This design comes from an exercise in tuning for small area on the open sky130 flow, not from production work.
The RTL was checked by simulation tests, not by an equivalence proof against the original design.
Power figures rest on the tool's default switching activity, not on a simulated workload.

==> module imem_loader, before the edit <==
module imem_loader #(
    parameter int          DEPTH_WORDS = 64,
    parameter logic [31:0] NOP_WORD    = 32'h00000013
) (
    input  logic         clk,
    input  logic         rst,
    input  logic         load_start,
    input  logic [6:0]   load_words,
    input  logic         byte_valid,
    input  logic [7:0]   byte_data,
    output logic         byte_ready,
    input  logic [7:0]   pc,
    output logic [31:0]  instruction,
    output logic         core_rst,
    output logic         load_done,
    output logic         load_err,
    output logic [6:0]   words_loaded
);
    localparam int NR = 16;   
    localparam int RL = 4;    
    localparam int NS = NR * RL + 1;   
    logic        st_load;
    logic        st_run;
    logic [1:0]  bcnt;
    logic [23:0] wbuf;
    logic [5:0]  tgt_m1;      
    logic [6:0]  wcnt;
    logic        done_q;
    logic        err_q;
    logic [31:0] pend;
    logic [5:0]  pidx;
    logic        pv;
    logic [2:0]  rot;
    logic [31:0] ring [NR][RL];
    logic legal, accept, wr_en, last_word, ins_now;
    assign legal     = (load_words != 7'd0) && (load_words <= 7'd64);
    assign accept    = byte_valid && st_load && !load_start;
    assign wr_en     = accept && (bcnt == 2'd3);
    assign last_word = (wcnt[5:0] == tgt_m1);
    assign ins_now   = pv && (rot[1:0] == ~pidx[1:0]);
    assign byte_ready   = st_load;
    assign core_rst     = !st_run;
    assign load_done    = done_q;
    assign load_err     = err_q;
    assign words_loaded = wcnt;
    always_ff @(posedge clk or negedge rst) begin
        if (!rst) begin
            st_load <= 1'b0;
            st_run  <= 1'b0;
            wcnt    <= 7'd0;
            done_q  <= 1'b0;
            err_q   <= 1'b0;
        end else begin
            done_q <= 1'b0;
            err_q  <= 1'b0;
            if (load_start) begin
                if (legal) begin
                    st_load <= 1'b1;
                    st_run  <= 1'b0;
                    wcnt    <= 7'd0;
                end else begin
                    err_q <= 1'b1;
                end
            end else if (wr_en) begin
                wcnt <= wcnt + 7'd1;
                if (last_word) begin
                    st_load <= 1'b0;
                    st_run  <= 1'b1;
                    done_q  <= 1'b1;
                end
            end
        end
    end
    always_ff @(posedge clk) begin
        if (load_start && legal) begin
            tgt_m1 <= 6'(load_words - 7'd1);
            bcnt   <= 2'd0;
        end else if (accept) begin
            bcnt <= bcnt + 2'd1;
            if (bcnt != 2'd3)
                wbuf[{bcnt, 3'b000} +: 8] <= byte_data;
        end
    end
    always_ff @(posedge clk) begin
        if (wr_en) begin
            pend <= {byte_data, wbuf};
            pidx <= wcnt[5:0];
            pv   <= 1'b1;
        end else if (ins_now) begin
            pv <= 1'b0;
        end
    end
    always_ff @(posedge clk)
        rot <= rot + 3'd1;
    logic [31:0] ins_data;
    logic [NR-1:0] ins, ins_n;
    logic [31:0] ring_in [NR];
    assign ins_data = pend ^ {32{rot[2]}};
    for (genvar g = 0; g < NR; g++) begin : g_ins
        assign ins[g]   = ins_now && (pidx[5:2] == 4'(g));
        assign ins_n[g] = !ins[g];
        for (genvar b = 0; b < 32; b++) begin : g_b
            oai22 u_ins (.a1(ins_data[b]), .a2(ins_n[g]), .b1(ring[g][RL-1][b]), .b2(ins[g]),
                         .y(ring_in[g][b]));
        end
    end
    always_ff @(posedge clk) begin
        for (int g = 0; g < NR; g++) begin
            ring[g][0] <= ring_in[g];
            for (int i = 1; i < RL; i++)
                ring[g][i] <= ring[g][i-1];
        end
    end
    logic [5:0]    ridx;
    logic          byp, pol;
    logic [1:0]    ppos;      
    logic [NR-1:0] row;
    logic [RL-1:0] col;
    logic [3:0]    pol_of;    
    logic [NS-1:0] sel;
    logic [NS-1:0] en;
    logic [31:0]   src [NS];
    assign ridx = pc[7:2];
    assign byp  = pv && (pidx == ridx);
    assign ppos = pidx[1:0] + rot[1:0];
    always_comb begin
        for (int j = 0; j < RL; j++) begin
            pol_of[j] = 1'(({1'b0, 2'(j)} + rot) >> 2);
            col[j]    = (ridx[1:0] == 2'(2'(j) - rot[1:0]));
        end
        for (int g = 0; g < NR; g++)
            row[g] = (ridx[5:2] == 4'(g));
        for (int g = 0; g < NR; g++)
            for (int i = 0; i < RL; i++) begin
                en[g*RL+i]  = !st_load && !(pv && pidx[5:2] == 4'(g) && ppos == 2'(i));
                src[g*RL+i] = ring[g][i];
            end
        en[NS-1]  = 1'b1;
        src[NS-1] = pend;
        pol = !st_load && !byp && pol_of[ridx[1:0]];
    end
    for (genvar g = 0; g < NR; g++) begin : g_sel
        for (genvar i = 0; i < RL; i++) begin : g_i
            and3 u_sel (.a(row[g]), .b(col[i]), .c(en[g*RL+i]), .y(sel[g*RL+i]));
        end
    end
    assign sel[NS-1] = !st_load && byp;
    localparam int N1 = (NS + 2) / 3;    
    localparam int N2 = (N1 + 3) / 4;    
    for (genvar b = 0; b < 32; b++) begin : g_rd
        logic [N1-1:0] t;
        logic [N2-1:0] u;
        for (genvar k = 0; k < N1; k++) begin : g_a
            localparam int J0 = 3 * k;
            localparam int J1 = (3 * k + 1 < NS) ? 3 * k + 1 : J0;
            localparam int J2 = (3 * k + 2 < NS) ? 3 * k + 2 : J0;
            aoi222 u_aoi (.a0(sel[J0]), .b0(src[J0][b]),
                          .a1(sel[J1]), .b1(src[J1][b]),
                          .a2(sel[J2]), .b2(src[J2][b]), .y(t[k]));
        end
        for (genvar k = 0; k < N2; k++) begin : g_n
            localparam int K0 = 4 * k;
            localparam int K1 = (4 * k + 1 < N1) ? 4 * k + 1 : K0;
            localparam int K2 = (4 * k + 2 < N1) ? 4 * k + 2 : K0;
            localparam int K3 = (4 * k + 3 < N1) ? 4 * k + 3 : K0;
            nand4 u_nand (.a(t[K0]), .b(t[K1]), .c(t[K2]), .d(t[K3]), .y(u[k]));
        end
        if (NOP_WORD[b]) begin : g_one
            or6x_set u_fin (.u(u), .p(pol), .s(st_load), .y(instruction[b]));
        end else begin : g_zero
            or6x u_fin (.u(u), .p(pol), .y(instruction[b]));
        end
    end
endmodule
==> module and3, before the edit <==
module and3 (
    input  logic a,
    input  logic b,
    input  logic c,
    output logic y
);
    assign y = a & b & c;
endmodule
Settings: LEC_CHECK=0, CAP_MARGIN=10, CORE_MARGIN=2, CORE_UTILIZATION=65, CTS_CLUSTER_DIAMETER=80, CTS_CLUSTER_SIZE=30, SETUP_SLACK_MARGIN=0.1, SLEW_MARGIN=10, SYNTH_HIERARCHICAL=1, SYNTH_MINIMUM_KEEP_SIZE=0; clock period 8.0 ns.
run.sh (not shown) runs the stock make flow with config.mk's settings and CLKGATE_MAP_FILE= SYNTH_SCRIPT=/design/flow/synth_recipe.tcl, a recipe that flattens the netlist after the stock synthesis.
Change:
--- a/flow/design.v
+++ b/flow/design.v
@@ -110,43 +110,35 @@
             for (int i = 1; i < RL; i++)
                 ring[g][i] <= ring[g][i-1];
         end
     end
     logic [5:0]    ridx;
-    logic          byp, pol;
-    logic [1:0]    ppos;      
+    logic          byp, ra, pol;
     logic [NR-1:0] row;
     logic [RL-1:0] col;
     logic [3:0]    pol_of;    
     logic [NS-1:0] sel;
-    logic [NS-1:0] en;
     logic [31:0]   src [NS];
     assign ridx = pc[7:2];
     assign byp  = pv && (pidx == ridx);
-    assign ppos = pidx[1:0] + rot[1:0];
+    assign ra   = !st_load && !byp;
     always_comb begin
         for (int j = 0; j < RL; j++) begin
             pol_of[j] = 1'(({1'b0, 2'(j)} + rot) >> 2);
             col[j]    = (ridx[1:0] == 2'(2'(j) - rot[1:0]));
         end
         for (int g = 0; g < NR; g++)
-            row[g] = (ridx[5:2] == 4'(g));
+            row[g] = ra && (ridx[5:2] == 4'(g));
+        pol = ra && pol_of[ridx[1:0]];
         for (int g = 0; g < NR; g++)
             for (int i = 0; i < RL; i++) begin
-                en[g*RL+i]  = !st_load && !(pv && pidx[5:2] == 4'(g) && ppos == 2'(i));
+                sel[g*RL+i] = row[g] && col[i];
                 src[g*RL+i] = ring[g][i];
             end
-        en[NS-1]  = 1'b1;
+        sel[NS-1] = !st_load && byp;
         src[NS-1] = pend;
-        pol = !st_load && !byp && pol_of[ridx[1:0]];
-    end
-    for (genvar g = 0; g < NR; g++) begin : g_sel
-        for (genvar i = 0; i < RL; i++) begin : g_i
-            and3 u_sel (.a(row[g]), .b(col[i]), .c(en[g*RL+i]), .y(sel[g*RL+i]));
-        end
-    end
-    assign sel[NS-1] = !st_load && byp;
+    end
     localparam int N1 = (NS + 2) / 3;    
     localparam int N2 = (N1 + 3) / 4;    
     for (genvar b = 0; b < 32; b++) begin : g_rd
         logic [N1-1:0] t;
         logic [N2-1:0] u;
@@ -199,18 +191,10 @@
     input  logic d,
     output logic y
 );
     assign y = !(a & b & c & d);
 endmodule
-module and3 (
-    input  logic a,
-    input  logic b,
-    input  logic c,
-    output logic y
-);
-    assign y = a & b & c;
-endmodule
 module or6x (
     input  logic [5:0] u,
     input  logic       p,
     output logic       y
 );
Non-clock buffer count fell by 29.
Global-route usage rose by 0.75 points.
Clock-buffer cell count rose by 1.
Total power rose by 1.3%.
Design area fell by 0.37%.

## what the ideal ports hide
In the flow no input, the clock included, has a driving cell. The finished layouts below were timed again as built, in two steps.
Step 1 assumes that a clkbuf_16 drives the clock port and a buf_2 every other input.
Step 2 times the ports against the registers' clock, not the clock port: input delays grow and output delays shrink by t, the midpoint of the rising clock arrivals with the driver on.
Three values: ideal, step 1, step 2; two values: the first two.
run	t, ns	slack for setup (ns)	latest minus earliest clock arrival (ns)	worst register clock-pin slew, ns
the first run	0.768	0.448 / 0.402 / 0.402	0.030 / 0.029	0.11 / 0.11
the second run	0.774	0.186 / 0.099 / 0.099	0.034 / 0.033	0.12 / 0.12
After both steps every run listed still meets setup and hold. For the second run, which loses most, drivers alone change the setup slack by -0.087 ns; drivers and shift together by -0.087 ns.
